Source: an optimization exercise on an open RTL-to-GDS flow (aim: small area and a short achievable clock period). Production flows keep margins and buffers that such runs may drop.
Function was checked by simulation only, so behaviour that the tests miss may differ from the original.

===== design.v =====
package iq_demod_pkg;
  localparam int DEF_IN_W  = 24;
  localparam int DEF_CAR_W = 24;
  localparam int DEF_DECIM = 10;
  localparam int DEF_OUT_W = 24;
  localparam int DEF_SHIFT = 24;
  localparam int WIDE_W = 128;
  function automatic integer acc_width(input integer in_w, input integer car_w, input integer decim);
    acc_width = in_w + car_w + $clog2(decim);
  endfunction
  function automatic logic out_of_range(input logic signed [WIDE_W-1:0] x, input integer out_w);
    logic signed [WIDE_W-1:0] one;
    logic signed [WIDE_W-1:0] maxv;
    logic signed [WIDE_W-1:0] minv;
    one  = {{(WIDE_W-1){1'b0}}, 1'b1};
    maxv = (one <<< (out_w - 1)) - one;
    minv = -(one <<< (out_w - 1));
    out_of_range = (x > maxv) || (x < minv);
  endfunction
  function automatic logic signed [WIDE_W-1:0] sat_trunc(input logic signed [WIDE_W-1:0] x,
                                                         input integer out_w);
    logic signed [WIDE_W-1:0] one;
    logic signed [WIDE_W-1:0] maxv;
    logic signed [WIDE_W-1:0] minv;
    one  = {{(WIDE_W-1){1'b0}}, 1'b1};
    maxv = (one <<< (out_w - 1)) - one;
    minv = -(one <<< (out_w - 1));
    if (x > maxv)      sat_trunc = maxv;
    else if (x < minv) sat_trunc = minv;
    else               sat_trunc = x;
  endfunction
endpackage
import iq_demod_pkg::*;
module iq_integrate_dump
#(
  parameter int PROD_W = 48,
  parameter int ACC_W  = 52,
  parameter int OUT_W  = 24,
  parameter int SHIFT  = 24
) (
  input  logic                     clk,
  input  logic                     reset_n,
  input  logic                     vld_i,
  input  logic                     sop_i,
  input  logic                     dump_i,
  input  logic signed [PROD_W-1:0] prod_i,
  output logic signed [OUT_W-1:0]  data_o,
  output logic                     ovf_o
);
  logic signed [ACC_W-1:0]  acc_q, acc_d;
  logic signed [ACC_W-1:0]  prod_ext;
  logic signed [ACC_W-1:0]  sum_p2;
  logic signed [ACC_W-1:0]  shifted_p2;
  logic signed [WIDE_W-1:0] shifted_wide_p2;
  logic signed [OUT_W-1:0]  data_q, data_d;
  logic                     ovf_q, ovf_d;
  logic                     oor_p2;
  logic signed [WIDE_W-1:0] sat_p2;
  localparam logic signed [WIDE_W-1:0] ONE_W = {{(WIDE_W-1){1'b0}}, 1'b1};
  localparam logic signed [WIDE_W-1:0] MAXV  = (ONE_W <<< (OUT_W - 1)) - ONE_W;
  localparam logic signed [WIDE_W-1:0] MINV  = -(ONE_W <<< (OUT_W - 1));
  assign prod_ext        = {{(ACC_W-PROD_W){prod_i[PROD_W-1]}}, prod_i};
  assign sum_p2          = acc_q + prod_ext;
  assign shifted_p2      = sum_p2 >>> SHIFT;
  assign shifted_wide_p2 = {{(WIDE_W-ACC_W){shifted_p2[ACC_W-1]}}, shifted_p2};
  assign oor_p2 = (shifted_wide_p2 > MAXV) || (shifted_wide_p2 < MINV);
  assign sat_p2 = (shifted_wide_p2 > MAXV) ? MAXV :
                  (shifted_wide_p2 < MINV) ? MINV : shifted_wide_p2;
  always_comb begin
    acc_d  = acc_q;
    data_d = data_q;
    ovf_d  = ovf_q;
    if (vld_i) begin
      if (sop_i) begin
        acc_d = prod_ext;
      end else if (dump_i) begin
        acc_d  = '0;
        data_d = OUT_W'(sat_p2);
        if (oor_p2) ovf_d = 1'b1;
      end else begin
        acc_d = sum_p2;
      end
    end
  end
  always_ff @(posedge clk) begin
    if (!reset_n) begin
      acc_q  <= '0;
      data_q <= '0;
      ovf_q  <= 1'b0;
    end else begin
      acc_q  <= acc_d;
      data_q <= data_d;
      ovf_q  <= ovf_d;
    end
  end
  assign data_o = data_q;
  assign ovf_o  = ovf_q;
endmodule
import iq_demod_pkg::*;
module iq_demod_lpf
#(
  parameter int IN_W  = iq_demod_pkg::DEF_IN_W,
  parameter int CAR_W = iq_demod_pkg::DEF_CAR_W,
  parameter int DECIM = iq_demod_pkg::DEF_DECIM,
  parameter int OUT_W = iq_demod_pkg::DEF_OUT_W,
  parameter int SHIFT = iq_demod_pkg::DEF_SHIFT
) (
  input  logic                    clk,
  input  logic                    reset_n,
  input  logic                    sample_en,
  input  logic                    sym_start,
  input  logic signed [IN_W-1:0]  y_in,
  input  logic signed [CAR_W-1:0] i_car,
  input  logic signed [CAR_W-1:0] q_car,
  output logic signed [OUT_W-1:0] i_out,
  output logic signed [OUT_W-1:0] q_out,
  output logic                    out_valid,
  output logic                    overflow
);
  localparam int ACC_W  = IN_W + CAR_W + $clog2(DECIM);   
  localparam int PROD_W = IN_W + CAR_W;
  localparam int CNT_W  = $clog2(DECIM);
  logic signed [PROD_W-1:0] y_ext, i_ext, q_ext;
  logic signed [PROD_W-1:0] prod_i_p1_q, prod_q_p1_q;
  logic                     vld_p1_q, sop_p1_q;
  logic [CNT_W-1:0]         cnt_q, cnt_d;
  logic                     dump_p1;
  logic                     out_valid_q, out_valid_d;
  logic                     ovf_i, ovf_q;
  assign y_ext = {{CAR_W{y_in[IN_W-1]}}, y_in};
  assign i_ext = {{IN_W{i_car[CAR_W-1]}}, i_car};
  assign q_ext = {{IN_W{q_car[CAR_W-1]}}, q_car};
  always_ff @(posedge clk) begin
    if (sample_en) begin
      prod_i_p1_q <= y_ext * i_ext;
      prod_q_p1_q <= y_ext * q_ext;
    end
  end
  always_ff @(posedge clk) begin
    if (!reset_n) begin
      vld_p1_q <= 1'b0;
      sop_p1_q <= 1'b0;
    end else begin
      vld_p1_q <= sample_en;
      sop_p1_q <= sample_en & sym_start;
    end
  end
  assign dump_p1 = (cnt_q == CNT_W'(DECIM - 1));
  always_comb begin
    cnt_d       = cnt_q;
    out_valid_d = 1'b0;
    if (vld_p1_q) begin
      if (sop_p1_q) begin
        cnt_d = CNT_W'(1);
      end else if (dump_p1) begin
        cnt_d       = '0;
        out_valid_d = 1'b1;
      end else begin
        cnt_d = cnt_q + CNT_W'(1);
      end
    end
  end
  always_ff @(posedge clk) begin
    if (!reset_n) begin
      cnt_q       <= '0;
      out_valid_q <= 1'b0;
    end else begin
      cnt_q       <= cnt_d;
      out_valid_q <= out_valid_d;
    end
  end
  iq_integrate_dump #(
    .PROD_W (PROD_W),
    .ACC_W  (ACC_W),
    .OUT_W  (OUT_W),
    .SHIFT  (SHIFT)
  ) u_int_i (
    .clk     (clk),
    .reset_n (reset_n),
    .vld_i   (vld_p1_q),
    .sop_i   (sop_p1_q),
    .dump_i  (dump_p1),
    .prod_i  (prod_i_p1_q),
    .data_o  (i_out),
    .ovf_o   (ovf_i)
  );
  iq_integrate_dump #(
    .PROD_W (PROD_W),
    .ACC_W  (ACC_W),
    .OUT_W  (OUT_W),
    .SHIFT  (SHIFT)
  ) u_int_q (
    .clk     (clk),
    .reset_n (reset_n),
    .vld_i   (vld_p1_q),
    .sop_i   (sop_p1_q),
    .dump_i  (dump_p1),
    .prod_i  (prod_q_p1_q),
    .data_o  (q_out),
    .ovf_o   (ovf_q)
  );
  assign out_valid = out_valid_q;
  assign overflow  = ovf_i | ovf_q;
endmodule

===== run.sh =====
#!/bin/bash
# synth_recipe.tcl (not shown) runs the flow's synth.tcl, then flattens the netlist and writes it again
# the make line also repeats each setting of config.mk as NAME=value (left out here)
make -C /OpenROAD-flow-scripts/flow DESIGN_CONFIG=/design/flow/config.mk WORK_HOME=/design/flow/orfs CLKGATE_MAP_FILE= SYNTH_SCRIPT=/design/flow/synth_recipe.tcl finish

===== config.mk =====
export PLATFORM = sky130hd
export DESIGN_NAME = iq_demod_lpf
export DESIGN_NICKNAME = iq_demod_lpf
export VERILOG_FILES = /design/flow/design.v
export SDC_FILE = /design/flow/constraint.sdc
export NUM_CORES = 4
export LEC_CHECK = 0
export CAP_MARGIN = 20
export CORE_MARGIN = 2
export CORE_UTILIZATION = 40
export PLACE_DENSITY = 0.6
export SLEW_MARGIN = 20

===== constraint.sdc =====
create_clock -name core_clock -period 10.5 [get_ports {clk}]
set_input_delay 2.1000 -clock core_clock [delete_from_list [all_inputs] [get_ports {clk}]]
set_output_delay 2.1000 -clock core_clock [all_outputs]
set_load 0.01 [all_outputs]

==> results.sh <==
export IMPL_outcome="timing/DRC/antenna clean"
export IMPL_clock_fmax_mhz=104
export IMPL_clk_latency_ps=590
export IMPL_dr_first_iter_drc_count=2592
export IMPL_async_flop_share_pct=0
export IMPL_drv_slew=0
export IMPL_antenna_found_initial=20
export IMPL_post_synth_num_cell_types=102
export IMPL_grt_pass1_vias=45300
export IMPL_min_path_cells=1
export IMPL_grt_pass1_wl_um=253000
export IMPL_synth_most_common_cell="inv_1"
export IMPL_die_area_mm2=0.146
export IMPL_ys_seq_elements=257
export IMPL_hold_path_class="flop to flop"
export IMPL_critPathTopFamily="adder cells"
export IMPL_antenna_left=0
export IMPL_r2r_start="prod_i_p1_q[0]$_DFFE_PP_"
export IMPL_rsz0062_at_grt="no"
export IMPL_post_route_util_pct=43.5
export IMPL_cp_num_cells=26
export IMPL_critPathMaxFanout=15
export IMPL_setup_tns_final_ps=0
export IMPL_fp_row_count=138
export IMPL_post_cts_buffers=0
export IMPL_synth_enable_flop_cells=96
export IMPL_die_x_um=382
export IMPL_path_common_cell="fa_1"
export IMPL_drive_gt1_share_pct=4.42
export IMPL_cts_htree_levels=1
export IMPL_routedWlPerCell_um=19.2
export IMPL_routed_via_density=5.24
export IMPL_cap_violations=0
export IMPL_port_buffers=125
export IMPL_synth_commonest_cells="inv_1, fa_1, nand2_1"
export IMPL_dr_pass1_iters=5
export IMPL_place_area_mm2=0.0606
export IMPL_finalSetupViolations=0
export IMPL_cts_tree="done"
export IMPL_worst_pin_slew_ps=1070
export IMPL_r2r_worst_path_cells=14
export IMPL_crit_path_start="i_car[6]"
export IMPL_path_buf_inv=6
export IMPL_critPathKind="input port to flop"
export IMPL_avgSynthCellArea_um2=9.19
export IMPL_path_clk_slew_ps=60
export IMPL_netlist_area_mm2=0.0572
export IMPL_pin_count=126
export IMPL_synth_area_leader_cell="fa_1"
export IMPL_initial_core_util_pct=40.4
export IMPL_drt_total_wl_um=156000
export IMPL_r2r_end="u_int_i.data_q[16]$_SDFFE_PN0P_"
export IMPL_clk_path_buf_depth=3
export IMPL_fin_nets=7845
export IMPL_fill_cells=13800
export IMPL_crit_end="prod_i_p1_q[46]$_DFFE_PP_"
export IMPL_required_ps=10830
export IMPL_syn_inst=6226
export IMPL_overflow=0
export IMPL_core_mm2=0.142
export IMPL_final_area_mm2=0.0616
export IMPL_crit_path_end_kind="flop"
export IMPL_startpoint_type="input port"
export IMPL_root_buffer="clkbuf_16"
export IMPL_synth_top_area_share_pct=42.5
export IMPL_synth_warnings=2
export IMPL_grt_use_total_pct=21.8
export IMPL_finalHoldViolCount=0
export IMPL_die_height_um=382
export IMPL_synth_ff_type="dfxtp_1"
export IMPL_slew_headroom_pct=28.7
export IMPL_holdBufCountCts=0
export IMPL_crit_arrival_ps=9930
export IMPL_drc=0
export IMPL_num_vias=42400
export IMPL_hold_worst_slack_ps=459
export IMPL_cts_resized=0
export IMPL_skew_ps=13.1
export IMPL_grt_max_degree=74
export IMPL_r2r_setup_slack_ps=5990
export IMPL_ys_seq_area_share_pct=10.7
export IMPL_area_growth_pct=7.65
export IMPL_min_period_ps=9600
export IMPL_cp_slowest_cell="clkdlybuf4s50_1"
export IMPL_dp_hpwl_um=129000
export IMPL_gp_congestion=0.914
export IMPL_synth_nets=7890
export IMPL_cpPeakStageDelay_ps=780
export IMPL_cts_sinks=257
export IMPL_finalCritPeriodShare_pct=91.4
export IMPL_cts_buffers=28
export IMPL_ys_top_cells_by_area="fa_1, ha_1, inv_1, and2_1, dfxtp_1"
## cells in the final DEF, fill, tap and decap left out, types with 24 or more instances in the layout
master,n
a21o_1,113
a21oi_1,257
a221oi_1,52
a22oi_1,25
and2_1,561
buf_2,24
buf_4,127
clkbuf_16,32
clkdlybuf4s50_1,99
dfxtp_1,159
edfxtp_1,96
fa_1,1216
ha_1,372
inv_1,1219
nand2_1,696
nand2b_1,33
nand3_1,32
nand4_1,39
nor2_1,230
nor3_1,71
o21a_1,28
o21ai_0,174
o21bai_1,30
xnor2_1,132
xor2_1,64
## kinds of logic after synthesis
group	after synthesis	share of synthesized area [%]
buffers and inverters	1557	10.3
AND/OR/NAND/NOR	1737	14.8
AO/OA/AOI/OAI	885	10.4
flip-flops	257	10.7
multiplexers	3	0.0525
XOR/XNOR	199	3.08
adder cells (fa/ha/maj)	1588	50.7
## flip-flops by register name (all words and copies together) (netlist names)
name            count
u_int_q.data_q     24
sop_p1_q            1
out_valid_q         1
u_int_q.ovf_q       1
vld_p1_q            1
u_int_i.acc_q      52
u_int_q.acc_q      52
prod_i_p1_q        48
prod_q_p1_q        48
u_int_i.data_q     24
u_int_i.ovf_q       1
cnt_q               4
## per-layer routing
| metal | vias to the layer above | track usage [%] | part of all wire (%) |
|---|---|---|---|
| li1 | 19200 | - | - |
| met1 | 22000 | 31.1 | 45 |
| met2 | 1089 | 36.2 | 47 |
| met3 | 164 | 2.71 | 6.0 |
| met4 | 24 | 3.66 | 1.5 |
| met5 | - | 0 | 0.086 |
## stage by stage
stage / worst slack (ps) / cells
CTS: 966 / 8093
finish: 899 / 8100
floorplan: 1350 / 6226
global placement: 503 / 8041
detailed placement: 342 / 8041
global route: 456 / 8098
## worst min-delay path by stage
stage,startpoint,end,slack (ps)
detailed placement,u_int_q.ovf_q$_SDFFE_PN0P_,u_int_q.ovf_q$_SDFFE_PN0P_,450
global route,u_int_q.ovf_q$_SDFFE_PN0P_,u_int_q.ovf_q$_SDFFE_PN0P_,490
global placement,u_int_q.ovf_q$_SDFFE_PN0P_,u_int_q.ovf_q$_SDFFE_PN0P_,450
CTS,u_int_q.ovf_q$_SDFFE_PN0P_,u_int_q.ovf_q$_SDFFE_PN0P_,460
floorplan,u_int_q.ovf_q$_SDFFE_PN0P_,u_int_q.ovf_q$_SDFFE_PN0P_,430
finish,u_int_q.ovf_q$_SDFFE_PN0P_,u_int_q.ovf_q$_SDFFE_PN0P_,460
## worst register-to-register path, stage by stage, from the launching register on
cell       delay [ps]
edfxtp_1          350
ha_1              230
inv_1              80
fa_1              390
nand2b_1          180
a21o_1            200
a21o_1            230
a2111oi_0         550
o21ai_1           190
a211oi_1          360
o21ai_0           200
a211oi_1          260
o21ai_1           180
a21oi_2           790
a21oi_1           150
## final cells by class
type,instances,area (µm²),share of cell area [%]
diodes,7,17.5,0.0284
clock buffers,34,818,1.33
clock inverters,18,231,0.376
inverters,1223,4590,7.45
multi-input cells,4412,45200,73.4
flip-flops and latches,257,6110,9.92
well taps,1890,2360,3.84
repair buffers,259,2240,3.64

separate check: timing with driven ports:
The results above use ideal ports. As a check the final layout listed here was re-extracted and re-timed, cells and wires unchanged.
Step 1 assumes that a clkbuf_16 drives the clock port and a buf_2 every other input.
Step 2, shift: input delay + t, output delay - t, t = (earliest + latest rising clock arrival at the registers) / 2. This alone moves slack from input paths to output paths.
a / b / c = ideal ports / drivers / drivers and shift; a / b = the first two.
t, ns: 0.659
setup WS [ns]: 0.899 / 0.950 / 0.291
worst setup path after step 2: input to register
clock arrival spread, ns: 0.013 / 0.014
cell pins on the clock port's net: 1
After both steps this run still meets setup and hold. The setup slack of this run moves by +0.051 ns with the drivers and by -0.608 ns with both steps.
